This design comes from an exercise in tuning for small area, a short achievable clock period and few clock cycles per item on the open sky130 flow, not from production work. Function was checked by simulation only, so behaviour that the tests miss may differ from the original. Power and IR drop assume default switching activity.

[design.v]
package tlt_pkg;
    localparam int SAMPLE_WIDTH = 16;
    localparam int TIME_W       = 32;
    localparam int PROD_W       = SAMPLE_WIDTH + 10;
    localparam int IN_TDATA_W   = ((TIME_W + 2 * SAMPLE_WIDTH + 7) / 8) * 8;
    localparam int IN_PAD_W     = IN_TDATA_W - TIME_W - 2 * SAMPLE_WIDTH;
    localparam int OUT_TDATA_W  = 8;
    localparam int MT_W         = 27;
    localparam int MT_NG        = (MT_W - 1 + 3) / 4;
    localparam logic [1:0] REG_TILT_THRESHOLD = 2'd0;
    localparam logic [1:0] REG_AXIS_MARGIN    = 2'd1;
    localparam logic [1:0] REG_POLL_INTERVAL  = 2'd2;
    localparam logic [1:0] REG_STABLE_TIME    = 2'd3;
    localparam logic [14:0] TILT_THRESHOLD_RST = 15'd4096;
    localparam logic [9:0]  AXIS_MARGIN_RST    = 10'd320;
    localparam logic [15:0] POLL_INTERVAL_RST  = 16'd100;
    localparam logic [15:0] STABLE_TIME_RST    = 16'd300;
    typedef struct packed {
        logic [14:0] tilt_level;
        logic [9:0]  axis_margin_q8;
        logic [15:0] poll_interval_ms;
        logic [15:0] hold_ms;
    } tlt_cfg_t;
    typedef struct packed {
        logic       ambiguous;
        logic [1:0] quadrant;
    } tlt_class_t;
    typedef struct packed {
        logic [1:0] quadrant;
        logic       changed;
    } tlt_result_t;
endpackage
import tlt_pkg::*;
module tlt_carry #(parameter int W = 16)
(
    input  logic [W-1:0] a,
    input  logic [W-1:0] b,
    input  logic         ci,
    output logic         co
);
    logic [W:0] g;
    logic [W:0] p;
    always_comb
    begin
        g = {a & b, ci};
        p = {a | b, 1'b0};
        for (int d = 1; d <= W; d = d * 2)
            for (int i = W; i >= d; i--)
            begin
                g[i] = g[i] | (p[i] & g[i-d]);
                p[i] = p[i] & p[i-d];
            end
        co = g[W];
    end
endmodule
module tlt_inc #(parameter int W = 16)
(
    input  logic [W-1:0] a,
    input  logic         ci,
    output logic [W:0]   y
);
    logic [W:0] c;
    always_comb
    begin
        c = {a, ci};
        for (int d = 1; d <= W; d = d * 2)
            for (int i = W; i >= d; i--)
                c[i] = c[i] & c[i-d];
        for (int i = 0; i < W; i++)
            y[i] = a[i] ^ (i == 0 ? ci : c[i == 0 ? 0 : i]);
        y[W] = c[W];
    end
endmodule
module tlt_margin_tree
(
    input  logic [14:0]       pu,
    input  logic              ps,
    input  logic [14:0]       nqu,       
    input  logic              nqs,       
    input  logic [9:0]        m,
    output logic [MT_NG-1:0]  grp_g,
    output logic [MT_NG-1:0]  grp_p,
    output logic              top_x
);
    localparam int W = MT_W;
    logic [W-1:0] h0, h1;
    logic [4*MT_NG-1:0] bg;
    logic [4*MT_NG-1:0] bp;
    logic t1, t2, t3, t4, t5, t6, t7, t8, t9, t10, t11, t12, t13, t14, t15, t16, t17, t18, t19, t20, t21, t22, t23, t24, t25, t26, t27, t28, t29, t30, t31, t32, t33, t34, t35, t36, t37, t38, t39, t40, t41, t42, t43, t44, t45, t46, t47, t48, t49, t50, t51, t52, t53, t54, t55, t56, t57, t58, t59, t60, t61, t62, t63, t64, t65, t66, t67, t68, t69, t70, t71, t72, t73, t74, t75, t76, t77, t78, t79, t80, t81, t82, t83, t84, t85, t86, t87, t88, t89, t90, t91, t92, t93, t94, t95, t96, t97, t98, t99, t100, t101, t102, t103, t104, t105, t106, t107, t108, t109, t110, t111, t112, t113, t114, t115, t116, t117, t118, t119, t120, t121, t122, t123, t124, t125, t126, t127, t128, t129, t130, t131, t132, t133, t134, t135, t136, t137, t138, t139, t140, t141, t142, t143, t144, t145, t146, t147, t148, t149, t150, t151, t152, t153, t154, t155, t156, t157, t158, t159, t160, t161, t162, t163, t164, t165, t166, t167, t168, t169, t170, t171, t172, t173, t174, t175, t176, t177, t178, t179, t180, t181, t182, t183, t184, t185, t186, t187, t188, t189, t190, t191, t192, t193, t194, t195, t196, t197, t198, t199, t200, t201, t202, t203, t204, t205, t206, t207, t208, t209, t210, t211, t212, t213, t214, t215, t216, t217, t218, t219, t220, t221, t222, t223, t224, t225, t226, t227, t228, t229, t230, t231, t232, t233, t234, t235, t236, t237, t238, t239, t240, t241, t242, t243, t244, t245, t246, t247, t248, t249, t250, t251, t252, t253, t254, t255, t256, t257, t258, t259, t260, t261, t262, t263, t264, t265, t266, t267, t268, t269, t270, t271, t272, t273, t274, t275, t276, t277, t278, t279, t280, t281, t282, t283, t284, t285, t286, t287, t288, t289, t290, t291, t292, t293, t294, t295, t296, t297, t298, t299, t300, t301, t302, t303, t304, t305, t306, t307, t308, t309, t310, t311, t312, t313, t314, t315, t316, t317, t318, t319, t320, t321, t322, t323, t324, t325, t326, t327, t328, t329, t330, t331, t332, t333, t334, t335, t336, t337, t338, t339, t340, t341, t342, t343, t344, t345, t346, t347, t348, t349, t350, t351, t352, t353, t354, t355, t356, t357, t358, t359, t360, t361, t362, t363, t364, t365, t366, t367, t368, t369, t370, t371, t372, t373, t374, t375, t376, t377, t378, t379, t380, t381, t382, t383, t384, t385, t386, t387, t388, t389, t390, t391, t392, t393, t394, t395, t396, t397, t398, t399, t400, t401, t402, t403, t404, t405, t406, t407, t408, t409, t410, t411, t412, t413, t414, t415, t416, t417, t418, t419, t420, t421, t422, t423, t424, t425, t426, t427, t428, t429, t430, t431, t432, t433, t434, t435, t436, t437, t438, t439, t440, t441, t442, t443, t444, t445, t446, t447, t448, t449, t450, t451, t452, t453, t454, t455, t456, t457, t458, t459, t460;
    assign t1 = (m[0] & pu[0]);
    assign t2 = (ps & m[0]);
    assign t3 = (m[0] & pu[1]);
    assign t4 = (m[1] & pu[0]);
    assign t5 = (ps & m[1]);
    assign t6 = (m[0] & pu[2]);
    assign t7 = (m[1] & pu[1]);
    assign t8 = (m[2] & pu[0]);
    assign t9 = (ps & m[2]);
    assign t10 = (m[0] & pu[3]);
    assign t11 = (m[1] & pu[2]);
    assign t12 = (m[2] & pu[1]);
    assign t13 = (m[3] & pu[0]);
    assign t14 = (ps & m[3]);
    assign t15 = (m[0] & pu[4]);
    assign t16 = (m[1] & pu[3]);
    assign t17 = (m[2] & pu[2]);
    assign t18 = (m[3] & pu[1]);
    assign t19 = (m[4] & pu[0]);
    assign t20 = (ps & m[4]);
    assign t21 = (m[0] & pu[5]);
    assign t22 = (m[1] & pu[4]);
    assign t23 = (m[2] & pu[3]);
    assign t24 = (m[3] & pu[2]);
    assign t25 = (m[4] & pu[1]);
    assign t26 = (m[5] & pu[0]);
    assign t27 = (ps & m[5]);
    assign t28 = (m[0] & pu[6]);
    assign t29 = (m[1] & pu[5]);
    assign t30 = (m[2] & pu[4]);
    assign t31 = (m[3] & pu[3]);
    assign t32 = (m[4] & pu[2]);
    assign t33 = (m[5] & pu[1]);
    assign t34 = (m[6] & pu[0]);
    assign t35 = (ps & m[6]);
    assign t36 = (m[0] & pu[7]);
    assign t37 = (m[1] & pu[6]);
    assign t38 = (m[2] & pu[5]);
    assign t39 = (m[3] & pu[4]);
    assign t40 = (m[4] & pu[3]);
    assign t41 = (m[5] & pu[2]);
    assign t42 = (m[6] & pu[1]);
    assign t43 = (m[7] & pu[0]);
    assign t44 = (ps & m[7]);
    assign t45 = (m[0] & pu[8]);
    assign t46 = (m[1] & pu[7]);
    assign t47 = (m[2] & pu[6]);
    assign t48 = (m[3] & pu[5]);
    assign t49 = (m[4] & pu[4]);
    assign t50 = (m[5] & pu[3]);
    assign t51 = (m[6] & pu[2]);
    assign t52 = (m[7] & pu[1]);
    assign t53 = (m[8] & pu[0]);
    assign t54 = (ps & m[8]);
    assign t55 = nqu[0];
    assign t56 = nqs;
    assign t57 = (m[0] & pu[9]);
    assign t58 = (m[1] & pu[8]);
    assign t59 = (m[2] & pu[7]);
    assign t60 = (m[3] & pu[6]);
    assign t61 = (m[4] & pu[5]);
    assign t62 = (m[5] & pu[4]);
    assign t63 = (m[6] & pu[3]);
    assign t64 = (m[7] & pu[2]);
    assign t65 = (m[8] & pu[1]);
    assign t66 = (m[9] & pu[0]);
    assign t67 = (ps & m[9]);
    assign t68 = nqu[1];
    assign t69 = (m[0] & pu[10]);
    assign t70 = (m[1] & pu[9]);
    assign t71 = (m[2] & pu[8]);
    assign t72 = (m[3] & pu[7]);
    assign t73 = (m[4] & pu[6]);
    assign t74 = (m[5] & pu[5]);
    assign t75 = (m[6] & pu[4]);
    assign t76 = (m[7] & pu[3]);
    assign t77 = (m[8] & pu[2]);
    assign t78 = (m[9] & pu[1]);
    assign t79 = nqu[2];
    assign t80 = (m[0] & pu[11]);
    assign t81 = (m[1] & pu[10]);
    assign t82 = (m[2] & pu[9]);
    assign t83 = (m[3] & pu[8]);
    assign t84 = (m[4] & pu[7]);
    assign t85 = (m[5] & pu[6]);
    assign t86 = (m[6] & pu[5]);
    assign t87 = (m[7] & pu[4]);
    assign t88 = (m[8] & pu[3]);
    assign t89 = (m[9] & pu[2]);
    assign t90 = nqu[3];
    assign t91 = (m[0] & pu[12]);
    assign t92 = (m[1] & pu[11]);
    assign t93 = (m[2] & pu[10]);
    assign t94 = (m[3] & pu[9]);
    assign t95 = (m[4] & pu[8]);
    assign t96 = (m[5] & pu[7]);
    assign t97 = (m[6] & pu[6]);
    assign t98 = (m[7] & pu[5]);
    assign t99 = (m[8] & pu[4]);
    assign t100 = (m[9] & pu[3]);
    assign t101 = nqu[4];
    assign t102 = (m[0] & pu[13]);
    assign t103 = (m[1] & pu[12]);
    assign t104 = (m[2] & pu[11]);
    assign t105 = (m[3] & pu[10]);
    assign t106 = (m[4] & pu[9]);
    assign t107 = (m[5] & pu[8]);
    assign t108 = (m[6] & pu[7]);
    assign t109 = (m[7] & pu[6]);
    assign t110 = (m[8] & pu[5]);
    assign t111 = (m[9] & pu[4]);
    assign t112 = nqu[5];
    assign t113 = (m[0] & pu[14]);
    assign t114 = (m[1] & pu[13]);
    assign t115 = (m[2] & pu[12]);
    assign t116 = (m[3] & pu[11]);
    assign t117 = (m[4] & pu[10]);
    assign t118 = (m[5] & pu[9]);
    assign t119 = (m[6] & pu[8]);
    assign t120 = (m[7] & pu[7]);
    assign t121 = (m[8] & pu[6]);
    assign t122 = (m[9] & pu[5]);
    assign t123 = nqu[6];
    assign t124 = (m[1] & pu[14]);
    assign t125 = (m[2] & pu[13]);
    assign t126 = (m[3] & pu[12]);
    assign t127 = (m[4] & pu[11]);
    assign t128 = (m[5] & pu[10]);
    assign t129 = (m[6] & pu[9]);
    assign t130 = (m[7] & pu[8]);
    assign t131 = (m[8] & pu[7]);
    assign t132 = (m[9] & pu[6]);
    assign t133 = nqu[7];
    assign t134 = (m[2] & pu[14]);
    assign t135 = (m[3] & pu[13]);
    assign t136 = (m[4] & pu[12]);
    assign t137 = (m[5] & pu[11]);
    assign t138 = (m[6] & pu[10]);
    assign t139 = (m[7] & pu[9]);
    assign t140 = (m[8] & pu[8]);
    assign t141 = (m[9] & pu[7]);
    assign t142 = nqu[8];
    assign t143 = (m[3] & pu[14]);
    assign t144 = (m[4] & pu[13]);
    assign t145 = (m[5] & pu[12]);
    assign t146 = (m[6] & pu[11]);
    assign t147 = (m[7] & pu[10]);
    assign t148 = (m[8] & pu[9]);
    assign t149 = (m[9] & pu[8]);
    assign t150 = nqu[9];
    assign t151 = (m[4] & pu[14]);
    assign t152 = (m[5] & pu[13]);
    assign t153 = (m[6] & pu[12]);
    assign t154 = (m[7] & pu[11]);
    assign t155 = (m[8] & pu[10]);
    assign t156 = (m[9] & pu[9]);
    assign t157 = nqu[10];
    assign t158 = (m[5] & pu[14]);
    assign t159 = (m[6] & pu[13]);
    assign t160 = (m[7] & pu[12]);
    assign t161 = (m[8] & pu[11]);
    assign t162 = (m[9] & pu[10]);
    assign t163 = nqu[11];
    assign t164 = (m[6] & pu[14]);
    assign t165 = (m[7] & pu[13]);
    assign t166 = (m[8] & pu[12]);
    assign t167 = (m[9] & pu[11]);
    assign t168 = nqu[12];
    assign t169 = (m[7] & pu[14]);
    assign t170 = (m[8] & pu[13]);
    assign t171 = (m[9] & pu[12]);
    assign t172 = nqu[13];
    assign t173 = (m[8] & pu[14]);
    assign t174 = (m[9] & pu[13]);
    assign t175 = nqu[14];
    assign t176 = (m[9] & pu[14]);
    assign t177 = t45 ^ t46 ^ t47;
    assign t178 = (t45 & t46) | (t45 & t47) | (t46 & t47);
    assign t179 = t48 ^ t49;
    assign t180 = t48 & t49;
    assign t181 = t57 ^ t58 ^ t59;
    assign t182 = (t57 & t58) | (t57 & t59) | (t58 & t59);
    assign t183 = t60 ^ t61 ^ t62;
    assign t184 = (t60 & t61) | (t60 & t62) | (t61 & t62);
    assign t185 = t63 ^ t64;
    assign t186 = t63 & t64;
    assign t187 = t69 ^ t70 ^ t71;
    assign t188 = (t69 & t70) | (t69 & t71) | (t70 & t71);
    assign t189 = t72 ^ t73 ^ t74;
    assign t190 = (t72 & t73) | (t72 & t74) | (t73 & t74);
    assign t191 = t75 ^ t76;
    assign t192 = t75 & t76;
    assign t193 = t80 ^ t81 ^ t82;
    assign t194 = (t80 & t81) | (t80 & t82) | (t81 & t82);
    assign t195 = t83 ^ t84 ^ t85;
    assign t196 = (t83 & t84) | (t83 & t85) | (t84 & t85);
    assign t197 = t86 ^ t87;
    assign t198 = t86 & t87;
    assign t199 = t91 ^ t92 ^ t93;
    assign t200 = (t91 & t92) | (t91 & t93) | (t92 & t93);
    assign t201 = t94 ^ t95 ^ t96;
    assign t202 = (t94 & t95) | (t94 & t96) | (t95 & t96);
    assign t203 = t97 ^ t98;
    assign t204 = t97 & t98;
    assign t205 = t102 ^ t103 ^ t104;
    assign t206 = (t102 & t103) | (t102 & t104) | (t103 & t104);
    assign t207 = t105 ^ t106 ^ t107;
    assign t208 = (t105 & t106) | (t105 & t107) | (t106 & t107);
    assign t209 = t108 ^ t109;
    assign t210 = t108 & t109;
    assign t211 = t113 ^ t114 ^ t115;
    assign t212 = (t113 & t114) | (t113 & t115) | (t114 & t115);
    assign t213 = t116 ^ t117 ^ t118;
    assign t214 = (t116 & t117) | (t116 & t118) | (t117 & t118);
    assign t215 = t119 ^ t120;
    assign t216 = t119 & t120;
    assign t217 = t124 ^ t125 ^ t126;
    assign t218 = (t124 & t125) | (t124 & t126) | (t125 & t126);
    assign t219 = t127 ^ t128 ^ t129;
    assign t220 = (t127 & t128) | (t127 & t129) | (t128 & t129);
    assign t221 = t134 ^ t135 ^ t136;
    assign t222 = (t134 & t135) | (t134 & t136) | (t135 & t136);
    assign t223 = t21 ^ t22;
    assign t224 = t21 & t22;
    assign t225 = t28 ^ t29 ^ t30;
    assign t226 = (t28 & t29) | (t28 & t30) | (t29 & t30);
    assign t227 = t31 ^ t32;
    assign t228 = t31 & t32;
    assign t229 = t36 ^ t37 ^ t38;
    assign t230 = (t36 & t37) | (t36 & t38) | (t37 & t38);
    assign t231 = t39 ^ t40 ^ t41;
    assign t232 = (t39 & t40) | (t39 & t41) | (t40 & t41);
    assign t233 = t42 ^ t43;
    assign t234 = t42 & t43;
    assign t235 = t177 ^ t179 ^ t50;
    assign t236 = (t177 & t179) | (t177 & t50) | (t179 & t50);
    assign t237 = t51 ^ t52 ^ t53;
    assign t238 = (t51 & t52) | (t51 & t53) | (t52 & t53);
    assign t239 = t54 ^ t55 ^ t56;
    assign t240 = (t54 & t55) | (t54 & t56) | (t55 & t56);
    assign t241 = t181 ^ t183 ^ t185;
    assign t242 = (t181 & t183) | (t181 & t185) | (t183 & t185);
    assign t243 = t65 ^ t66 ^ t67;
    assign t244 = (t65 & t66) | (t65 & t67) | (t66 & t67);
    assign t245 = t68 ^ t178 ^ t180;
    assign t246 = (t68 & t178) | (t68 & t180) | (t178 & t180);
    assign t247 = t187 ^ t189 ^ t191;
    assign t248 = (t187 & t189) | (t187 & t191) | (t189 & t191);
    assign t249 = t77 ^ t78 ^ t79;
    assign t250 = (t77 & t78) | (t77 & t79) | (t78 & t79);
    assign t251 = t182 ^ t184 ^ t186;
    assign t252 = (t182 & t184) | (t182 & t186) | (t184 & t186);
    assign t253 = t193 ^ t195 ^ t197;
    assign t254 = (t193 & t195) | (t193 & t197) | (t195 & t197);
    assign t255 = t88 ^ t89 ^ t90;
    assign t256 = (t88 & t89) | (t88 & t90) | (t89 & t90);
    assign t257 = t188 ^ t190 ^ t192;
    assign t258 = (t188 & t190) | (t188 & t192) | (t190 & t192);
    assign t259 = t199 ^ t201 ^ t203;
    assign t260 = (t199 & t201) | (t199 & t203) | (t201 & t203);
    assign t261 = t99 ^ t100 ^ t101;
    assign t262 = (t99 & t100) | (t99 & t101) | (t100 & t101);
    assign t263 = t194 ^ t196 ^ t198;
    assign t264 = (t194 & t196) | (t194 & t198) | (t196 & t198);
    assign t265 = t205 ^ t207 ^ t209;
    assign t266 = (t205 & t207) | (t205 & t209) | (t207 & t209);
    assign t267 = t110 ^ t111 ^ t112;
    assign t268 = (t110 & t111) | (t110 & t112) | (t111 & t112);
    assign t269 = t200 ^ t202 ^ t204;
    assign t270 = (t200 & t202) | (t200 & t204) | (t202 & t204);
    assign t271 = t211 ^ t213 ^ t215;
    assign t272 = (t211 & t213) | (t211 & t215) | (t213 & t215);
    assign t273 = t121 ^ t122 ^ t123;
    assign t274 = (t121 & t122) | (t121 & t123) | (t122 & t123);
    assign t275 = t206 ^ t208 ^ t210;
    assign t276 = (t206 & t208) | (t206 & t210) | (t208 & t210);
    assign t277 = t217 ^ t219 ^ t130;
    assign t278 = (t217 & t219) | (t217 & t130) | (t219 & t130);
    assign t279 = t131 ^ t132 ^ t133;
    assign t280 = (t131 & t132) | (t131 & t133) | (t132 & t133);
    assign t281 = t212 ^ t214 ^ t216;
    assign t282 = (t212 & t214) | (t212 & t216) | (t214 & t216);
    assign t283 = t221 ^ t137 ^ t138;
    assign t284 = (t221 & t137) | (t221 & t138) | (t137 & t138);
    assign t285 = t139 ^ t140 ^ t141;
    assign t286 = (t139 & t140) | (t139 & t141) | (t140 & t141);
    assign t287 = t142 ^ t218 ^ t220;
    assign t288 = (t142 & t218) | (t142 & t220) | (t218 & t220);
    assign t289 = t143 ^ t144 ^ t145;
    assign t290 = (t143 & t144) | (t143 & t145) | (t144 & t145);
    assign t291 = t146 ^ t147 ^ t148;
    assign t292 = (t146 & t147) | (t146 & t148) | (t147 & t148);
    assign t293 = t149 ^ t150 ^ t222;
    assign t294 = (t149 & t150) | (t149 & t222) | (t150 & t222);
    assign t295 = t151 ^ t152 ^ t153;
    assign t296 = (t151 & t152) | (t151 & t153) | (t152 & t153);
    assign t297 = t154 ^ t155 ^ t156;
    assign t298 = (t154 & t155) | (t154 & t156) | (t155 & t156);
    assign t299 = t158 ^ t159 ^ t160;
    assign t300 = (t158 & t159) | (t158 & t160) | (t159 & t160);
    assign t301 = t10 ^ t11;
    assign t302 = t10 & t11;
    assign t303 = t15 ^ t16 ^ t17;
    assign t304 = (t15 & t16) | (t15 & t17) | (t16 & t17);
    assign t305 = t18 ^ t19;
    assign t306 = t18 & t19;
    assign t307 = t223 ^ t23 ^ t24;
    assign t308 = (t223 & t23) | (t223 & t24) | (t23 & t24);
    assign t309 = t25 ^ t26 ^ t27;
    assign t310 = (t25 & t26) | (t25 & t27) | (t26 & t27);
    assign t311 = t225 ^ t227 ^ t33;
    assign t312 = (t225 & t227) | (t225 & t33) | (t227 & t33);
    assign t313 = t34 ^ t35 ^ t224;
    assign t314 = (t34 & t35) | (t34 & t224) | (t35 & t224);
    assign t315 = t229 ^ t231 ^ t233;
    assign t316 = (t229 & t231) | (t229 & t233) | (t231 & t233);
    assign t317 = t44 ^ t226 ^ t228;
    assign t318 = (t44 & t226) | (t44 & t228) | (t226 & t228);
    assign t319 = t235 ^ t237 ^ t239;
    assign t320 = (t235 & t237) | (t235 & t239) | (t237 & t239);
    assign t321 = t230 ^ t232 ^ t234;
    assign t322 = (t230 & t232) | (t230 & t234) | (t232 & t234);
    assign t323 = t241 ^ t243 ^ t245;
    assign t324 = (t241 & t243) | (t241 & t245) | (t243 & t245);
    assign t325 = t236 ^ t238 ^ t240;
    assign t326 = (t236 & t238) | (t236 & t240) | (t238 & t240);
    assign t327 = t247 ^ t249 ^ t251;
    assign t328 = (t247 & t249) | (t247 & t251) | (t249 & t251);
    assign t329 = t242 ^ t244 ^ t246;
    assign t330 = (t242 & t244) | (t242 & t246) | (t244 & t246);
    assign t331 = t253 ^ t255 ^ t257;
    assign t332 = (t253 & t255) | (t253 & t257) | (t255 & t257);
    assign t333 = t248 ^ t250 ^ t252;
    assign t334 = (t248 & t250) | (t248 & t252) | (t250 & t252);
    assign t335 = t259 ^ t261 ^ t263;
    assign t336 = (t259 & t261) | (t259 & t263) | (t261 & t263);
    assign t337 = t254 ^ t256 ^ t258;
    assign t338 = (t254 & t256) | (t254 & t258) | (t256 & t258);
    assign t339 = t265 ^ t267 ^ t269;
    assign t340 = (t265 & t267) | (t265 & t269) | (t267 & t269);
    assign t341 = t260 ^ t262 ^ t264;
    assign t342 = (t260 & t262) | (t260 & t264) | (t262 & t264);
    assign t343 = t271 ^ t273 ^ t275;
    assign t344 = (t271 & t273) | (t271 & t275) | (t273 & t275);
    assign t345 = t266 ^ t268 ^ t270;
    assign t346 = (t266 & t268) | (t266 & t270) | (t268 & t270);
    assign t347 = t277 ^ t279 ^ t281;
    assign t348 = (t277 & t279) | (t277 & t281) | (t279 & t281);
    assign t349 = t272 ^ t274 ^ t276;
    assign t350 = (t272 & t274) | (t272 & t276) | (t274 & t276);
    assign t351 = t283 ^ t285 ^ t287;
    assign t352 = (t283 & t285) | (t283 & t287) | (t285 & t287);
    assign t353 = t278 ^ t280 ^ t282;
    assign t354 = (t278 & t280) | (t278 & t282) | (t280 & t282);
    assign t355 = t289 ^ t291 ^ t293;
    assign t356 = (t289 & t291) | (t289 & t293) | (t291 & t293);
    assign t357 = t284 ^ t286 ^ t288;
    assign t358 = (t284 & t286) | (t284 & t288) | (t286 & t288);
    assign t359 = t295 ^ t297 ^ t157;
    assign t360 = (t295 & t297) | (t295 & t157) | (t297 & t157);
    assign t361 = t290 ^ t292 ^ t294;
    assign t362 = (t290 & t292) | (t290 & t294) | (t292 & t294);
    assign t363 = t299 ^ t161 ^ t162;
    assign t364 = (t299 & t161) | (t299 & t162) | (t161 & t162);
    assign t365 = t163 ^ t296 ^ t298;
    assign t366 = (t163 & t296) | (t163 & t298) | (t296 & t298);
    assign t367 = t164 ^ t165 ^ t166;
    assign t368 = (t164 & t165) | (t164 & t166) | (t165 & t166);
    assign t369 = t167 ^ t168 ^ t300;
    assign t370 = (t167 & t168) | (t167 & t300) | (t168 & t300);
    assign t371 = t169 ^ t170 ^ t171;
    assign t372 = (t169 & t170) | (t169 & t171) | (t170 & t171);
    assign t373 = t6 ^ t7;
    assign t374 = t6 & t7;
    assign t375 = t301 ^ t12 ^ t13;
    assign t376 = (t301 & t12) | (t301 & t13) | (t12 & t13);
    assign t377 = t303 ^ t305 ^ t20;
    assign t378 = (t303 & t305) | (t303 & t20) | (t305 & t20);
    assign t379 = t307 ^ t309 ^ t304;
    assign t380 = (t307 & t309) | (t307 & t304) | (t309 & t304);
    assign t381 = t311 ^ t313 ^ t308;
    assign t382 = (t311 & t313) | (t311 & t308) | (t313 & t308);
    assign t383 = t315 ^ t317 ^ t312;
    assign t384 = (t315 & t317) | (t315 & t312) | (t317 & t312);
    assign t385 = t319 ^ t321 ^ t316;
    assign t386 = (t319 & t321) | (t319 & t316) | (t321 & t316);
    assign t387 = t323 ^ t325 ^ t320;
    assign t388 = (t323 & t325) | (t323 & t320) | (t325 & t320);
    assign t389 = t327 ^ t329 ^ t324;
    assign t390 = (t327 & t329) | (t327 & t324) | (t329 & t324);
    assign t391 = t331 ^ t333 ^ t328;
    assign t392 = (t331 & t333) | (t331 & t328) | (t333 & t328);
    assign t393 = t335 ^ t337 ^ t332;
    assign t394 = (t335 & t337) | (t335 & t332) | (t337 & t332);
    assign t395 = t339 ^ t341 ^ t336;
    assign t396 = (t339 & t341) | (t339 & t336) | (t341 & t336);
    assign t397 = t343 ^ t345 ^ t340;
    assign t398 = (t343 & t345) | (t343 & t340) | (t345 & t340);
    assign t399 = t347 ^ t349 ^ t344;
    assign t400 = (t347 & t349) | (t347 & t344) | (t349 & t344);
    assign t401 = t351 ^ t353 ^ t348;
    assign t402 = (t351 & t353) | (t351 & t348) | (t353 & t348);
    assign t403 = t355 ^ t357 ^ t352;
    assign t404 = (t355 & t357) | (t355 & t352) | (t357 & t352);
    assign t405 = t359 ^ t361 ^ t356;
    assign t406 = (t359 & t361) | (t359 & t356) | (t361 & t356);
    assign t407 = t363 ^ t365 ^ t360;
    assign t408 = (t363 & t365) | (t363 & t360) | (t365 & t360);
    assign t409 = t367 ^ t369 ^ t364;
    assign t410 = (t367 & t369) | (t367 & t364) | (t369 & t364);
    assign t411 = t371 ^ t172 ^ t368;
    assign t412 = (t371 & t172) | (t371 & t368) | (t172 & t368);
    assign t413 = t173 ^ t174 ^ t175;
    assign t414 = (t173 & t174) | (t173 & t175) | (t174 & t175);
    assign t415 = t3 ^ t4;
    assign t416 = t3 & t4;
    assign t417 = t373 ^ t8 ^ t9;
    assign t418 = (t373 & t8) | (t373 & t9) | (t8 & t9);
    assign t419 = t375 ^ t14 ^ t374;
    assign t420 = (t375 & t14) | (t375 & t374) | (t14 & t374);
    assign t421 = t377 ^ t302 ^ t376;
    assign t422 = (t377 & t302) | (t377 & t376) | (t302 & t376);
    assign t423 = t379 ^ t306 ^ t378;
    assign t424 = (t379 & t306) | (t379 & t378) | (t306 & t378);
    assign t425 = t381 ^ t310 ^ t380;
    assign t426 = (t381 & t310) | (t381 & t380) | (t310 & t380);
    assign t427 = t383 ^ t314 ^ t382;
    assign t428 = (t383 & t314) | (t383 & t382) | (t314 & t382);
    assign t429 = t385 ^ t318 ^ t384;
    assign t430 = (t385 & t318) | (t385 & t384) | (t318 & t384);
    assign t431 = t387 ^ t322 ^ t386;
    assign t432 = (t387 & t322) | (t387 & t386) | (t322 & t386);
    assign t433 = t389 ^ t326 ^ t388;
    assign t434 = (t389 & t326) | (t389 & t388) | (t326 & t388);
    assign t435 = t391 ^ t330 ^ t390;
    assign t436 = (t391 & t330) | (t391 & t390) | (t330 & t390);
    assign t437 = t393 ^ t334 ^ t392;
    assign t438 = (t393 & t334) | (t393 & t392) | (t334 & t392);
    assign t439 = t395 ^ t338 ^ t394;
    assign t440 = (t395 & t338) | (t395 & t394) | (t338 & t394);
    assign t441 = t397 ^ t342 ^ t396;
    assign t442 = (t397 & t342) | (t397 & t396) | (t342 & t396);
    assign t443 = t399 ^ t346 ^ t398;
    assign t444 = (t399 & t346) | (t399 & t398) | (t346 & t398);
    assign t445 = t401 ^ t350 ^ t400;
    assign t446 = (t401 & t350) | (t401 & t400) | (t350 & t400);
    assign t447 = t403 ^ t354 ^ t402;
    assign t448 = (t403 & t354) | (t403 & t402) | (t354 & t402);
    assign t449 = t405 ^ t358 ^ t404;
    assign t450 = (t405 & t358) | (t405 & t404) | (t358 & t404);
    assign t451 = t407 ^ t362 ^ t406;
    assign t452 = (t407 & t362) | (t407 & t406) | (t362 & t406);
    assign t453 = t409 ^ t366 ^ t408;
    assign t454 = (t409 & t366) | (t409 & t408) | (t366 & t408);
    assign t455 = t411 ^ t370 ^ t410;
    assign t456 = (t411 & t370) | (t411 & t410) | (t370 & t410);
    assign t457 = t413 ^ t372 ^ t412;
    assign t458 = (t413 & t372) | (t413 & t412) | (t372 & t412);
    assign t459 = t176 ^ 1'b1 ^ t414;
    assign t460 = (t176 & 1'b1) | (t176 & t414) | (1'b1 & t414);
    assign h0[0] = t1;
    assign h1[0] = t2;
    assign h0[1] = t415;
    assign h1[1] = t5;
    assign h0[2] = t417;
    assign h1[2] = t416;
    assign h0[3] = t419;
    assign h1[3] = t418;
    assign h0[4] = t421;
    assign h1[4] = t420;
    assign h0[5] = t423;
    assign h1[5] = t422;
    assign h0[6] = t425;
    assign h1[6] = t424;
    assign h0[7] = t427;
    assign h1[7] = t426;
    assign h0[8] = t429;
    assign h1[8] = t428;
    assign h0[9] = t431;
    assign h1[9] = t430;
    assign h0[10] = t433;
    assign h1[10] = t432;
    assign h0[11] = t435;
    assign h1[11] = t434;
    assign h0[12] = t437;
    assign h1[12] = t436;
    assign h0[13] = t439;
    assign h1[13] = t438;
    assign h0[14] = t441;
    assign h1[14] = t440;
    assign h0[15] = t443;
    assign h1[15] = t442;
    assign h0[16] = t445;
    assign h1[16] = t444;
    assign h0[17] = t447;
    assign h1[17] = t446;
    assign h0[18] = t449;
    assign h1[18] = t448;
    assign h0[19] = t451;
    assign h1[19] = t450;
    assign h0[20] = t453;
    assign h1[20] = t452;
    assign h0[21] = t455;
    assign h1[21] = t454;
    assign h0[22] = t457;
    assign h1[22] = t456;
    assign h0[23] = t459;
    assign h1[23] = t458;
    assign h0[24] = 1'b1;
    assign h1[24] = t460;
    assign h0[25] = 1'b1;
    assign h1[25] = 1'b0;
    assign h0[26] = 1'b1;
    assign h1[26] = 1'b0;
    assign bg = {h0[W-2:0] & h1[W-2:0], {(4*MT_NG-W+1){1'b0}}};
    assign bp = {h0[W-2:0] | h1[W-2:0], {(4*MT_NG-W+1){1'b0}}};
    for (genvar j = 0; j < MT_NG; j++)
    begin : g_grp
        assign grp_g[j] = bg[4*j+3] | (bp[4*j+3] & bg[4*j+2])
                        | (bp[4*j+3] & bp[4*j+2] & bg[4*j+1])
                        | (bp[4*j+3] & bp[4*j+2] & bp[4*j+1] & bg[4*j]);
        assign grp_p[j] = &bp[4*j +: 4];
    end
    assign top_x = h0[W-1] ^ h1[W-1];
endmodule
module tlt_margin_sign
(
    input  logic [MT_NG-1:0] grp_g,
    input  logic [MT_NG-1:0] grp_p,
    input  logic             top_x,
    output logic             flag
);
    logic c_top;
    tlt_carry #(MT_NG) u_top (.a(grp_g), .b(grp_g | grp_p), .ci(1'b0), .co(c_top));
    assign flag = top_x ^ c_top;
endmodule
module tlt_classify_prep
(
    input  logic signed [SAMPLE_WIDTH-1:0] accel_x,
    input  logic signed [SAMPLE_WIDTH-1:0] accel_y,
    input  logic                           big_m,      
    output logic [SAMPLE_WIDTH-2:0]        pu,
    output logic                           ps,
    output logic [SAMPLE_WIDTH-2:0]        nqu,        
    output logic                           nqs,
    output logic                           sx,
    output logic                           sy,
    output logic                           y_big,      
    output logic                           both_zero
);
    logic [SAMPLE_WIDTH-2:0] ux;
    logic [SAMPLE_WIDTH-2:0] uy;
    logic [SAMPLE_WIDTH-2:0] fu;
    logic                    fs;
    logic [SAMPLE_WIDTH-2:0] su;
    logic                    ss;
    assign sx = accel_x[SAMPLE_WIDTH-1];
    assign sy = accel_y[SAMPLE_WIDTH-1];
    assign ux = accel_x[SAMPLE_WIDTH-2:0] ^ {(SAMPLE_WIDTH-1){sx}};
    assign uy = accel_y[SAMPLE_WIDTH-2:0] ^ {(SAMPLE_WIDTH-1){sy}};
    logic c_ge;
    logic c_add;
    tlt_carry #(SAMPLE_WIDTH-1) u_ge  (.a(accel_y[SAMPLE_WIDTH-2:0]), .b(~accel_x[SAMPLE_WIDTH-2:0]),
                                       .ci(1'b1), .co(c_ge));
    tlt_carry #(SAMPLE_WIDTH-1) u_add (.a(accel_y[SAMPLE_WIDTH-2:0]), .b(accel_x[SAMPLE_WIDTH-2:0]),
                                       .ci(1'b0), .co(c_add));
    assign y_big = (sx ^ sy) ? (c_add ^ sy) : (c_ge ^ sx);
    assign both_zero = (accel_x == '0) && (accel_y == '0);
    assign fu = big_m ? ux : uy;
    assign fs = big_m ? sx : sy;
    assign su = big_m ? uy : ux;
    assign ss = big_m ? sy : sx;
    assign pu = y_big ? fu : su;
    assign ps = y_big ? fs : ss;
    assign nqu = ~(y_big ? su : fu);
    assign nqs = ~(y_big ? ss : fs);
endmodule
module tlt_classify
(
    input  logic [SAMPLE_WIDTH-2:0] pu,
    input  logic                    ps,
    input  logic [SAMPLE_WIDTH-2:0] nqu,
    input  logic                    nqs,
    input  logic                    sx,
    input  logic                    sy,
    input  logic                    y_big,
    input  logic                    both_zero,
    input  tlt_pkg::tlt_cfg_t       cfg,
    output logic [MT_NG-1:0]        grp_g,
    output logic [MT_NG-1:0]        grp_p,
    output logic                    top_x,
    output tlt_pkg::tlt_class_t     cls0,      
    output tlt_pkg::tlt_class_t     cls1       
);
    logic                    big_m;
    logic [SAMPLE_WIDTH-2:0] lu;
    logic                    ls;
    logic [SAMPLE_WIDTH-1:0] lv;
    logic                    not_below;
    logic [1:0]              quad_x;
    logic [1:0]              quad_y;
    assign big_m = |cfg.axis_margin_q8[9:8];
    tlt_margin_tree u_mt (
        .pu    (pu),
        .ps    (ps),
        .nqu   (nqu),
        .nqs   (nqs),
        .m     (cfg.axis_margin_q8),
        .grp_g (grp_g),
        .grp_p (grp_p),
        .top_x (top_x)
    );
    assign lu = big_m ? ~nqu : pu;
    assign ls = big_m ? !nqs : ps;
    tlt_inc #(SAMPLE_WIDTH-1) u_inc (.a(lu), .ci(ls), .y(lv));
    tlt_carry #(SAMPLE_WIDTH) u_thr (.a(lv), .b(~{1'b0, cfg.tilt_level}), .ci(1'b1), .co(not_below));
    assign quad_y = sy ? 2'd1 : 2'd3;
    assign quad_x = sx ? 2'd2 : 2'd0;
    always_comb
    begin
        cls0.ambiguous = !not_below || big_m || both_zero;
        cls0.quadrant  = y_big ? quad_y : quad_x;
        cls1.ambiguous = !not_below || (!big_m && both_zero);
        cls1.quadrant  = (y_big || !big_m) ? quad_y : quad_x;
    end
endmodule
import tlt_pkg::*;
module tlt_since
(
    input  logic [31:0] now,
    input  logic [31:0] since,
    input  logic [15:0] lim,
    output logic        ok
);
    logic [31:0] ns;
    logic [15:0] nl;
    logic [15:0] s;
    logic [15:0] k;
    logic        b;
    logic        kk;
    logic        ok_lo;
    logic [15:0] x;
    logic [15:0] o;
    logic [15:0] z;
    logic        hi_zero;
    assign ns = ~since;
    assign nl = ~lim;
    tlt_carry #(16) u_b (.a(now[15:0]), .b(ns[15:0]), .ci(1'b1), .co(b));
    assign s = now[15:0] ^ ns[15:0] ^ nl;
    assign k = (now[15:0] & ns[15:0]) | (now[15:0] & nl) | (ns[15:0] & nl);
    tlt_carry #(15) u_kk (.a(s[15:1]), .b(k[14:0]), .ci(1'b1), .co(kk));
    assign ok_lo = b ? (k[15] & kk) : (k[15] | kk);
    assign x = now[31:16] ^ ns[31:16];
    assign o = now[31:16] | ns[31:16];
    always_comb
    begin
        z[0] = x[0] == b;
        for (int i = 1; i < 16; i++)
            z[i] = x[i] == o[i-1];
    end
    assign hi_zero = &z;
    assign ok = !hi_zero || ok_lo;
endmodule
module tlt_qualify
(
    input  logic              clk,
    input  logic              rst_n,
    input  logic              fire,         
    input  logic [TIME_W-1:0] now_ms,       
    input  logic              fire_q,       
    input  logic              sample_ok,    
    input  tlt_pkg::tlt_class_t        cls,          
    input  tlt_pkg::tlt_cfg_t          cfg,
    output tlt_pkg::tlt_result_t       res           
);
    logic [1:0]        committed_reg;
    logic [1:0]        committed_next;
    logic [1:0]        pending_reg;
    logic [1:0]        pending_next;
    logic [TIME_W-1:0] start_reg;
    logic [TIME_W-1:0] last_reg;
    logic              take_reg;
    logic              poll_ok;
    logic              hold_ok;
    logic              take;
    logic              set_start;
    logic              changed;
    tlt_since u_poll (.now(now_ms), .since(last_reg), .lim(cfg.poll_interval_ms), .ok(poll_ok));
    assign take = fire && poll_ok;
    always_ff @(posedge clk or negedge rst_n)
    begin
        if (!rst_n)
            last_reg <= '0;
        else if (take)
            last_reg <= now_ms;
    end
    always_ff @(posedge clk)
    begin
        take_reg <= take;
    end
    tlt_since u_hold (.now(last_reg), .since(start_reg), .lim(cfg.hold_ms), .ok(hold_ok));
    always_comb
    begin
        committed_next = committed_reg;
        pending_next   = pending_reg;
        set_start      = 1'b0;
        changed        = 1'b0;
        if (fire_q && take_reg && sample_ok)
        begin
            if (cls.ambiguous || (cls.quadrant == committed_reg))
            begin
                pending_next = committed_reg;
            end
            else if (cls.quadrant != pending_reg)
            begin
                pending_next = cls.quadrant;
                set_start    = 1'b1;
            end
            else if (hold_ok)
            begin
                committed_next = cls.quadrant;
                changed        = 1'b1;
            end
        end
    end
    assign res.quadrant = committed_next;
    assign res.changed  = changed;
    always_ff @(posedge clk or negedge rst_n)
    begin
        if (!rst_n)
        begin
            committed_reg <= 2'd0;
            pending_reg   <= 2'd0;
        end
        else
        begin
            committed_reg <= committed_next;
            pending_reg   <= pending_next;
        end
    end
    always_ff @(posedge clk or negedge rst_n)
    begin
        if (!rst_n)
            start_reg <= '0;
        else if (set_start)
            start_reg <= last_reg;
    end
endmodule
import tlt_pkg::*;
module tilt_orientation_qualifier_core
(
    input  logic                   clk,
    input  logic                   rst_n,
    input  logic                   s_tvalid,
    output logic                   s_tready,
    input  logic [IN_TDATA_W-1:0]  s_tdata,    
    input  logic                   s_tuser,    
    output logic                   m_tvalid,
    input  logic                   m_tready,
    output logic [OUT_TDATA_W-1:0] m_tdata,    
    output logic                   m_tuser,    
    input  logic                   psel,
    input  logic                   penable,
    input  logic                   pwrite,
    input  logic [3:0]             paddr,
    input  logic [31:0]            pwdata,
    output logic [31:0]            prdata,
    output logic                   pready
);
    localparam int QD = 4;    
    tlt_pkg::tlt_cfg_t cfg_reg;
    logic [1:0]        rd_sel_reg;
    logic                    v0_reg;
    logic [TIME_W-1:0]       now0_reg;
    logic                    ok0_reg;
    logic [SAMPLE_WIDTH-2:0] pu0_reg;
    logic                    ps0_reg;
    logic [SAMPLE_WIDTH-2:0] nqu0_reg;
    logic                    nqs0_reg;
    logic                    sx0_reg;
    logic                    sy0_reg;
    logic                    ybig0_reg;
    logic                    zero0_reg;
    logic                    v1_reg;
    logic                    ok1_reg;
    logic [MT_NG-1:0]        grp_g1_reg;
    logic [MT_NG-1:0]        grp_p1_reg;
    logic                    top_x1_reg;
    tlt_pkg::tlt_class_t     cls0_1_reg;
    tlt_pkg::tlt_class_t     cls1_1_reg;
    logic [QD-1:0]           qv_reg;
    logic [3*QD-1:0]         qd_reg;    
    logic [QD:0]             qv_up;
    logic [3*QD+2:0]         qd_up;
    logic [QD-1:0]           qv_sh;
    logic [3*QD-1:0]         qd_sh;
    logic [QD-1:0]           q_put;
    logic [2:0]              cnt_reg;
    logic                    rdy_reg;
    logic                    accept;
    logic                    pop;
    logic                    cfg_wr;
    logic [SAMPLE_WIDTH-2:0] pu;
    logic                    ps;
    logic [SAMPLE_WIDTH-2:0] nqu;
    logic                    nqs;
    logic                    sx;
    logic                    sy;
    logic                    y_big;
    logic                    both_zero;
    logic [MT_NG-1:0]        grp_g;
    logic [MT_NG-1:0]        grp_p;
    logic                    top_x;
    tlt_pkg::tlt_class_t     cls0;
    tlt_pkg::tlt_class_t     cls1;
    logic                    flag;
    tlt_pkg::tlt_class_t     cls;
    tlt_pkg::tlt_result_t    res;
    logic [2:0]              cnt_next;
    assign pready = 1'b1;
    assign cfg_wr = psel && penable && pwrite;
    always_ff @(posedge clk or negedge rst_n)
    begin
        if (!rst_n)
        begin
            cfg_reg.tilt_level       <= TILT_THRESHOLD_RST;
            cfg_reg.axis_margin_q8   <= AXIS_MARGIN_RST;
            cfg_reg.poll_interval_ms <= POLL_INTERVAL_RST;
            cfg_reg.hold_ms          <= STABLE_TIME_RST;
        end
        else if (cfg_wr)
        begin
            case (paddr[3:2])
                REG_TILT_THRESHOLD: cfg_reg.tilt_level       <= pwdata[14:0];
                REG_AXIS_MARGIN:    cfg_reg.axis_margin_q8   <= pwdata[9:0];
                REG_POLL_INTERVAL:  cfg_reg.poll_interval_ms <= pwdata[15:0];
                default:            cfg_reg.hold_ms          <= pwdata[15:0];
            endcase
        end
    end
    always_ff @(posedge clk)
    begin
        rd_sel_reg <= paddr[3:2];
    end
    always_comb
    begin
        case (rd_sel_reg)
            REG_TILT_THRESHOLD: prdata = 32'(cfg_reg.tilt_level);
            REG_AXIS_MARGIN:    prdata = 32'(cfg_reg.axis_margin_q8);
            REG_POLL_INTERVAL:  prdata = 32'(cfg_reg.poll_interval_ms);
            default:            prdata = 32'(cfg_reg.hold_ms);
        endcase
    end
    assign s_tready = rdy_reg;
    assign accept   = s_tvalid && rdy_reg;
    tlt_classify_prep u_prep (
        .accel_x (s_tdata[TIME_W +: SAMPLE_WIDTH]),
        .accel_y (s_tdata[TIME_W + SAMPLE_WIDTH +: SAMPLE_WIDTH]),
        .big_m     (|cfg_reg.axis_margin_q8[9:8]),
        .pu        (pu),
        .ps        (ps),
        .nqu       (nqu),
        .nqs       (nqs),
        .sx        (sx),
        .sy        (sy),
        .y_big     (y_big),
        .both_zero (both_zero)
    );
    always_ff @(posedge clk or negedge rst_n)
    begin
        if (!rst_n)
        begin
            v0_reg <= 1'b0;
            v1_reg <= 1'b0;
        end
        else
        begin
            v0_reg <= accept;
            v1_reg <= v0_reg;
        end
    end
    always_ff @(posedge clk)
    begin
        now0_reg <= s_tdata[TIME_W-1:0];
        ok0_reg  <= s_tuser;
        pu0_reg   <= pu;
        ps0_reg   <= ps;
        nqu0_reg  <= nqu;
        nqs0_reg  <= nqs;
        sx0_reg   <= sx;
        sy0_reg   <= sy;
        ybig0_reg <= y_big;
        zero0_reg <= both_zero;
    end
    tlt_classify u_classify (
        .pu        (pu0_reg),
        .ps        (ps0_reg),
        .nqu       (nqu0_reg),
        .nqs       (nqs0_reg),
        .sx        (sx0_reg),
        .sy        (sy0_reg),
        .y_big     (ybig0_reg),
        .both_zero (zero0_reg),
        .cfg       (cfg_reg),
        .grp_g     (grp_g),
        .grp_p     (grp_p),
        .top_x     (top_x),
        .cls0      (cls0),
        .cls1      (cls1)
    );
    always_ff @(posedge clk)
    begin
        ok1_reg  <= ok0_reg;
        grp_g1_reg <= grp_g;
        grp_p1_reg <= grp_p;
        top_x1_reg <= top_x;
        cls0_1_reg <= cls0;
        cls1_1_reg <= cls1;
    end
    tlt_margin_sign u_sign (
        .grp_g (grp_g1_reg),
        .grp_p (grp_p1_reg),
        .top_x (top_x1_reg),
        .flag  (flag)
    );
    assign cls = flag ? cls1_1_reg : cls0_1_reg;
    tlt_qualify u_qualify (
        .clk       (clk),
        .rst_n     (rst_n),
        .fire      (v0_reg),
        .now_ms    (now0_reg),
        .fire_q    (v1_reg),
        .sample_ok (ok1_reg),
        .cls       (cls),
        .cfg       (cfg_reg),
        .res       (res)
    );
    assign pop = qv_reg[0] && m_tready;
    always_comb
    begin
        qv_up  = {1'b0, qv_reg};
        qd_up  = {3'b000, qd_reg};
        qv_sh  = pop ? qv_up[QD:1] : qv_reg;
        qd_sh  = pop ? qd_up[3*QD+2:3] : qd_reg;
        for (int i = 0; i < QD; i++)
            q_put[i] = v1_reg && !qv_sh[i] && (i == 0 || qv_sh[i == 0 ? 0 : i - 1]);
    end
    always_ff @(posedge clk or negedge rst_n)
    begin
        if (!rst_n)
            qv_reg <= '0;
        else
            qv_reg <= qv_sh | q_put;
    end
    always_ff @(posedge clk)
    begin
        for (int i = 0; i < QD; i++)
            qd_reg[3*i +: 3] <= q_put[i] ? {res.changed, res.quadrant} : qd_sh[3*i +: 3];
    end
    assign cnt_next = cnt_reg + 3'(accept) - 3'(pop);
    always_ff @(posedge clk or negedge rst_n)
    begin
        if (!rst_n)
        begin
            cnt_reg <= '0;
            rdy_reg <= 1'b0;
        end
        else
        begin
            cnt_reg <= cnt_next;
            rdy_reg <= (cnt_next < 3'(QD));
        end
    end
    assign m_tvalid = qv_reg[0];
    assign m_tdata  = {(OUT_TDATA_W - 2)'(0), qd_reg[1:0]};
    assign m_tuser  = qd_reg[2];
endmodule
[flow/run.sh]
#!/bin/bash
# Standard layout, with plain buf_1 port buffers and timing repair aimed 6.4 ns
# below the clock period.
set -euo pipefail
bash standard.sh SETUP_SLACK_MARGIN=6.4 'BUFFER_PORTS_ARGS=-buffer_cell sky130_fd_sc_hd__buf_1' finish > standard_flow.log 2>&1
[standard.sh]
#!/bin/bash
# synth_recipe.tcl (not shown) runs the flow's synth.tcl, then flattens the netlist and writes it again
# the make line also repeats each setting of config.mk as NAME=value (left out here)
make -C /OpenROAD-flow-scripts/flow DESIGN_CONFIG=/design/flow/config.mk WORK_HOME=/design/flow/orfs CLKGATE_MAP_FILE= SYNTH_SCRIPT=/design/flow/synth_recipe.tcl "${@:-finish}"
[config.mk]
export PLATFORM = sky130hd
export DESIGN_NAME = tilt_orientation_qualifier_core
export DESIGN_NICKNAME = tilt_orientation_qualifier_core
export VERILOG_FILES = /design/flow/design.v
export SDC_FILE = /design/flow/constraint.sdc
export NUM_CORES = 4
export LEC_CHECK = 0
export CAP_MARGIN = 20
export CORE_MARGIN = 2
export CORE_UTILIZATION = 75
export PLACE_DENSITY = 0.8
export SLEW_MARGIN = 20
export SYNTH_HIERARCHICAL = 1
[constraint.sdc]
create_clock -name core_clock -period 10.5 [get_ports {clk}]
set_input_delay 2.1000 -clock core_clock [delete_from_list [all_inputs] [get_ports {clk}]]
set_output_delay 2.1000 -clock core_clock [all_outputs]
set_load 0.01 [all_outputs]
==> run_results.csv, run 1 <==
group,metric,value,unit
floorplan,core,23500,um^2
cts,cts_max_level,1,
logic_synthesis,ys.flop_type,"dfrtp_1",
hold_path,hold_path_startpoint,"ok0_reg",
sta,finalSetupViolations,0,
grt,grt_pass1_vias,13100,
pwr,irDropWorstVdd,0.000303,V
pwr,switching_share,45.0,%
layout,fin_nets,2146,
flow_run,maxCapViolCount,0,
logic_synthesis,syn_avg_cell_area,10.5,um^2
layout,layout_commonest_cell,"inv_1",
grt,overflow,0,
floorplan,rows,56,
logic_synthesis,seq_area_frac_synth,31.4,%
cts,clk_latency,530,ps
worst_setup_path,required,10910,ps
layout,drive_gt1_share,19.7,%
hold_path,min_path_type,"flip-flop to flip-flop",
routing,routedWlPerCell,19.2,um
layout,seq_area,5670,um^2
floorplan,dieArea,25100,um^2
routing,drtIter0Drc,862,
pwr,p_int,0.00395,W
worst_setup_path,worstSetupStartpoint,"cfg_reg[37]",
pwr,power_density,364,nW/um^2
sta,whs,343,ps
cts,cts-root-buf,"clkbuf_16",
floorplan,start_util,76.4,%
logic_synthesis,synth.ff_latch_count,241,
cts,cts_buffer_depth,3,
logic_synthesis,synthArstFlopShare,56.0,%
grt,grt_pass1_wl,65700,um
logic_synthesis,syn-cell-area,17900,um^2
layout,multi_input_area,11000,um^2
logic_synthesis,yosys_warnings,14,
routing,highest_layer,"met4",
logic_synthesis,syn_inst,1702,
placement,dp_hpwl,29600,um
worst_setup_path,cp-end-kind,"flip-flop",
routing,routed-wl-met3,2970,um
worst_setup_path,worstSetupPathType,"flip-flop to flip-flop",
cts,clk_pin_slew,60,ps
routing,m1WireLength,17200,um
routing,vias_per_cell,5.93,
placement,io_buffer_count,110,
sta,min_period,4110,ps
cts,cts_made_buffers,26,
cts,clkSinkCount,241,
grt,antenna_found_initial,2,
routing,met2_wirelength,19800,um
cts,holdBufCountCts,0,
pwr,power_switching,0.00323,W
cts,cts_tree,"done",
layout,fill_cells,1370,
routing,num_vias,12900,
sta,worst_slew_pin_slew,945,ps
floorplan,die_h,159,um
layout,largest_reg_flops,57,
logic_synthesis,synth.distinct_cells,73,
sta,fmax,243,MHz
floorplan,num_io_pins,152,
sta,fin_skew,19.9,ps
routing,drc_errors,0,
pwr,power.share.clock,12.0,%
run_status,status,"complete, no violations",
sta,max_slew_margin,36.9,%
worst_setup_path,worstPathMaxFanout,5,
sta,final_hold_viol_count,0,
pwr,power_frac_comb,65.3,%
placement,gp_congestion,0.897,
worst_setup_path,critPathLaunchType,"flip-flop",
sta,fin_tns_setup,0,ps
logic_synthesis,synth_enable_flop_cells,12,
routing,routed_wl,41700,um
layout,instances_no_fill,2171,
worst_setup_path,reg2reg_from,"cfg_reg[37]",
layout,syn_to_final_growth,9.93,%
routing,drtAntennaViolNets,0,
grt,grt_use_total,33.8,%
pwr,seq_power_share,22.7,%
sta,rsz0062_at_grt,"true",
floorplan,die_w,159,um
sta,drv_slew,0,
routing,firstDrtPassIters,5,
placement,dp_cells,2090,
layout,final_cell_mix,"272 x inv_1, 147 x fa_1, 125 x and2_1, 123 x mux2_2, 118 x dfrtp_1",
sta,finalCritPeriodShare,39.1,%
worst_setup_path,cp.arrival,4520,ps
pwr,leakage,8.97,nW
grt,grt_max_degree,75,
[kinds of logic (layout without fill, tap and decap cells)]
logic type | after synthesis | count (layout) | synth area share (%)
multiplexers | 191 | 191 | 13.2
adder cells (fa/ha/maj) | 214 | 214 | 21.5
XOR/XNOR | 84 | 85 | 4.15
flip-flops | 241 | 241 | 31.4
AND/OR/NAND/NOR | 358 | 358 | 11.0
buffers and inverters | 345 | 468 | 8.46
other | 10 | 36 | 0.209
AO/OA/AOI/OAI | 259 | 259 | 10.1
[per-module statistics from Yosys, one instance, submodules excluded, excerpt]
module                           area (um^2)  flip-flops and latches
tlt_margin_tree                         4520                       0
tilt_orientation_qualifier_core         5620                     172
tlt_classify                             378                       0
tlt_since                                876                       0
tlt_margin_sign                         56.3                       0
tlt_classify_prep                        893                       0
tlt_qualify                             2770                      69
[cell type report]
cell class / instances / area share, %
repair buffers: 146 / 3.98
flip-flops and latches: 241 / 28.8
clock inverters: 6 / 0.210
inverters: 274 / 5.22
diodes: 1 / 0.0127
well taps: 319 / 2.03
multi-input cells: 1142 / 55.9
clock buffers: 42 / 3.87
[what timing repair did]
action | CTS | global route
pin swaps | 2 | 27
setup endpoints to repair | 53 | 43
setup buffers | 17 | 14
gates resized for setup | 32 | 76
cloned | 1 | 0
[power groups by stage]
stage	registers [W]	clock network (W)	logic (W)
5_1_grt	0.00167	0.000904	0.00524
3_5_place_dp	0.00163	0	0.00432
3_3_place_gp	0.00162	0	0.00408
6_report	0.00163	0.000863	0.00469
2_1_floorplan	0.00146	0	0.00344
4_1_cts	0.00162	0.000872	0.00442
[cell usage after synthesis, drive strengths merged (13+ instances only)]
library cell / number / area (um^2)
or2: 15 / 93.8
nor4: 13 / 118
mux2: 160 / 1920
o22ai: 36 / 225
nor2: 59 / 221
mux2i: 21 / 223
xnor2: 33 / 297
buf: 56 / 432
a31oi: 29 / 181
a21oi: 65 / 385
nand2: 71 / 267
inv: 274 / 1030
xor2: 51 / 447
and2: 127 / 795
a22oi: 22 / 205
nor3: 35 / 186
ha: 49 / 613
o21ai: 37 / 193
fa: 158 / 3160
clkbuf: 15 / 56.3
dfxtp: 94 / 1880
a22o: 14 / 123
dfrtp: 125 / 3130
[layer usage]
metal | GRT usage (%) | vias to the layer above
met4 | 12.7 | 0
met3 | 5.61 | 127
li1 | - | 5859
met1 | 45.3 | 6378
met2 | 55.8 | 512
met5 | 0 | -
[path summary, 6_finish.rpt]
path | to | slack [ps] | cells after the start
worst min register to register | ok1_reg | 340 | 0
worst max-delay path | grp_g1_reg[3] | 6390 | 14
worst max register to register | grp_g1_reg[3] | 6390 | 14
max in group asynchronous | cfg_reg[37] | 7210 | 2
min in group asynchronous | qv_reg[2] | 1720 | 1
worst min-delay path | ok1_reg | 340 | 0
[metrics by stage]
| stage | utilization (%) | power [W] | worst slack, ps | cell area, um^2 |
|---|---|---|---|---|
| after global routing | 83.9 | 0.00781 | 6280 | 19700 |
| final | 83.9 | 0.00718 | 6390 | 19700 |
| after CTS | 82.8 | 0.00691 | 6400 | 19400 |
| after global placement | 78.4 | 0.00570 | 5490 | 18400 |
| after detailed placement | 78.4 | 0.00595 | 5400 | 18400 |
| after floorplan | - | 0.00490 | 6420 | 18000 |
[critical path, cell delays in order, from the launching register on]
cell      delay, ps
dfrtp_4         530
buf_4           160
and2_1          140
fa_1            460
fa_1            520
inv_1            50
fa_1            490
inv_1            50
fa_1            480
inv_1            50
fa_1            510
a22oi_2         230
o21ai_2          80
nand2b_1        150
o311ai_2         90
Testbench counts, summed over its fixed seeds: cycles 16,024, items 16,000.
==> run 2: changes to the inputs <==
--- a/config.mk
+++ b/config.mk
@@ -9,4 +9,3 @@
 export CORE_MARGIN = 2
-export CORE_UTILIZATION = 75
-export PLACE_DENSITY = 0.8
+export CORE_UTILIZATION = 40
 export SLEW_MARGIN = 20
==> run_results.csv, run 2 <==
group,metric,value,unit
cts,holdBufCountCts,0,
logic_synthesis,yosys_warnings,14,
routing,num_vias,12600,
cts,cts_max_level,1,
floorplan,die_h,216,um
layout,fin_nets,2147,
sta,final_hold_viol_count,0,
grt,grt_max_degree,60,
worst_setup_path,cp.arrival,2050,ps
pwr,irDropWorstVdd,0.000237,V
layout,multi_input_area,11000,um^2
layout,drive_gt1_share,18.8,%
sta,fin_tns_setup,0,ps
cts,clk_pin_slew,60,ps
worst_setup_path,slowest_stage,"dfrtp_4",
routing,drc_errors,0,
layout,largest_reg_flops,57,
layout,syn_to_final_growth,11.9,%
sta,fin_skew,24.2,ps
placement,io_buffer_count,110,
sta,max_slew_margin,37.6,%
logic_synthesis,seq_area_frac_synth,31.4,%
floorplan,start_util,40.5,%
logic_synthesis,netlist.area_leader.share,17.6,%
logic_synthesis,synth.ff_latch_count,241,
floorplan,core,44200,um^2
run_status,status,"complete, no violations",
floorplan,num_io_pins,152,
placement,dp_hpwl,31800,um
floorplan,dieArea,46500,um^2
cts,cts_made_buffers,28,
cts,cts-root-buf,"clkbuf_16",
layout,layout_commonest_cell,"inv_1",
grt,grt_pass1_wl,69600,um
sta,finalSetupViolations,0,
logic_synthesis,ys_top_cells_by_area,"fa_1 18%, dfrtp_1 17%, dfxtp_1 10%",
placement,gp_congestion,0.845,
flow_run,maxCapViolCount,0,
pwr,power_density,366,nW/um^2
pwr,leakage,8.96,nW
cts,cts_buffer_depth,3,
cts,clk_latency,570,ps
sta,finalCritPeriodShare,39.5,%
sta,fmax,241,MHz
routing,vias_per_cell,5.13,
routing,firstDrtPassIters,5,
placement,place_area,18700,um^2
worst_setup_path,worstPathCellList,"buf_6, buf_4, mux4_2, buf_1",
worst_setup_path,cpPeakStageDelay,530,ps
logic_synthesis,syn-cell-area,17900,um^2
sta,drv_slew,0,
worst_setup_path,worstPathMaxFanout,6,
grt,overflow,0,
logic_synthesis,synth_most_common_cell,"inv_1",
logic_synthesis,syn_inst,1702,
logic_synthesis,ys.flop_type,"dfrtp_1",
worst_setup_path,reg2reg_from,"cfg_reg[38]",
worst_setup_path,cp-end-kind,"output port",
grt,antenna_found_initial,2,
routing,drtAntennaViolNets,0,
cts,clkSinkCount,241,
worst_setup_path,worstSetupStartpoint,"cfg_reg[36]",
layout,final_cell_mix,"273 x inv_1, 155 x fa_1, 128 x mux2_2, 124 x and2_1, 118 x dfrtp_1",
worst_setup_path,critPathLaunchType,"flip-flop",
grt,grt_use_total,18.6,%
sta,min_period,4150,ps
sta,whs,327,ps
routing,routedWlPerCell,17.7,um
logic_synthesis,synthArstFlopShare,56.0,%
sta,worst_slew_pin_slew,935,ps
logic_synthesis,synth_enable_flop_cells,12,
logic_synthesis,yosys-top-cells-count,"274 x inv_1, 158 x fa_1, 128 x mux2_2, 127 x and2_1, 125 x dfrtp_1",
layout,seq_area,5680,um^2
worst_setup_path,required,8400,ps
cts,cts_tree,"done",
worst_setup_path,worstSetupPathType,"flip-flop to output port",
sta,rsz0062_at_grt,"true",
grt,grt_pass1_vias,12900,
layout,fill_cells,4158,
layout,stdcell_area,20100,um^2
routing,routed_wl,43300,um
logic_synthesis,synth_top_area_cell,"fa_1",
routing,drtIter0Drc,742,
hold_path,min_path_type,"flip-flop to flip-flop",
hold_path,hold_path_startpoint,"ok0_reg",
logic_synthesis,synth.distinct_cells,73,
pwr,total_power,0.00735,W
floorplan,die_w,216,um
floorplan,rows,77,
logic_synthesis,syn_avg_cell_area,10.5,um^2
## run 2: cell count changes in the layout (fill, tap and decap cells not counted), moves of 5 or more
cell      change
clkbuf_2      -6
buf_1        +13
fa_1          +8
mux2_4        -5
mux2_2        +5
fa_2          -8
## run 2: metal layers
layer / GRT usage, % / up-vias / routed length [um]
li1: - / 5859 / -
met1: 25.3 / 6339 / 19300
met2: 31.3 / 294 / 20700
met3: 2.85 / 63 / 2390
met4: 4.74 / 2 / 942
met5: 0 / - / 16
## run 2: final cells by class
cell class / instances / share of cell area (%)
multi-input cells: 1142 / 54.8
flip-flops and latches: 241 / 28.3
inverters: 274 / 5.13
clock buffers: 43 / 3.98
well taps: 592 / 3.69
repair buffers: 145 / 3.59
clock inverters: 9 / 0.505
diodes: 1 / 0.0125
## run 2: logic make-up (layout without fill, tap and decap cells)
logic type               after synthesis  in the layout  synth area share [%]
AND/OR/NAND/NOR                      358            358                  11.0
buffers and inverters                345            471                  8.46
AO/OA/AOI/OAI                        259            259                  10.1
flip-flops                           241            241                  31.4
adder cells (fa/ha/maj)              214            214                  21.5
multiplexers                         191            191                  13.2
XOR/XNOR                              84             85                  4.15
other                                 10             36                 0.209
## run 2: worst paths after layout
kind,end,slack (ps),depth (start not counted)
max,prdata[4],6350,4
min,ok1_reg,330,0
max reg2reg,grp_g1_reg[4],6440,11
min reg2reg,ok1_reg,330,0
max in group asynchronous,cfg_reg[37],7830,2
min in group asynchronous,v0_reg,1500,1
## run 2: power breakdown
part	internal (W)	switching, W	leakage (nW)
clock	0.000571	0.000395	0.432
sequential	0.00126	0.000359	2.55
combinational	0.00224	0.00252	5.98
total	0.00407	0.00328	8.96
## run 2: repair_timing
action	CTS	global route
setup endpoints to repair	53	76
resized for setup	35	27
gates cloned	1	0
pin swaps	2	10
buffers inserted	18	10
## run 2: modules after synthesis, one instance, submodules excluded, a selection
module / times used / cells / area, um^2
tlt_classify: 1 / 64 / 378
tlt_qualify: 1 / 158 / 2770
tlt_since: 2 / 107 / 876
tlt_margin_tree: 1 / 500 / 4520
tlt_classify_prep: 1 / 109 / 893
tlt_margin_sign: 1 / 9 / 56.3
## run 2: stage by stage
step | instances | worst slack (ps) | util [%]
floorplan | 1727 | 6420 | -
global placement | 2365 | 5360 | 42.4
detailed placement | 2365 | 5270 | 42.4
CTS | 2436 | 6410 | 45.0
global route | 2446 | 6280 | 45.3
finish | 2447 | 6350 | 45.4
## run 2: critical path: cells and delay by family (launching register included)
kind     cells  cell delay, ps
flops        1             530
buf+inv      3             500
mux          1             450

==> afterwards: timing with drivers on the ports <==
How much do the figures lean on ideal ports? The routed layouts below were timed once more, with nothing changed but the port constraints.
Step 1 (the two cells are an assumption about what drives the block):
set clk [get_ports {clk}]
set_driving_cell -lib_cell sky130_fd_sc_hd__clkbuf_16 $clk
set_driving_cell -lib_cell sky130_fd_sc_hd__buf_2 [delete_from_list [all_inputs] $clk]
Step 2 moves the port delays by t, midway between the first and last clock arrival at a register: inputs arrive t later, outputs are due t later. That takes back most of the time a late clock gives input paths.
Slacks: ideal ports / drivers / drivers and shift; pairs: ideal ports / drivers.
| run | t (ns) | slack for setup (ns) | hold WS [ns] | worst setup path at the end | clock arrival spread, ns |
|---|---|---|---|---|---|
| run 1 | 0.573 | 6.392 / 6.392 / 5.952 | 0.343 / 0.343 / 0.343 | input to register | 0.021 / 0.021 |
| run 2 | 0.611 | 6.351 / 6.298 / 5.889 | 0.327 / 0.327 / 0.327 | input to register | 0.025 / 0.024 |
After both steps setup and hold are still met in every run listed. The setup slack of run 2, which loses most, moves by -0.053 ns with the drivers and by -0.462 ns with both steps.
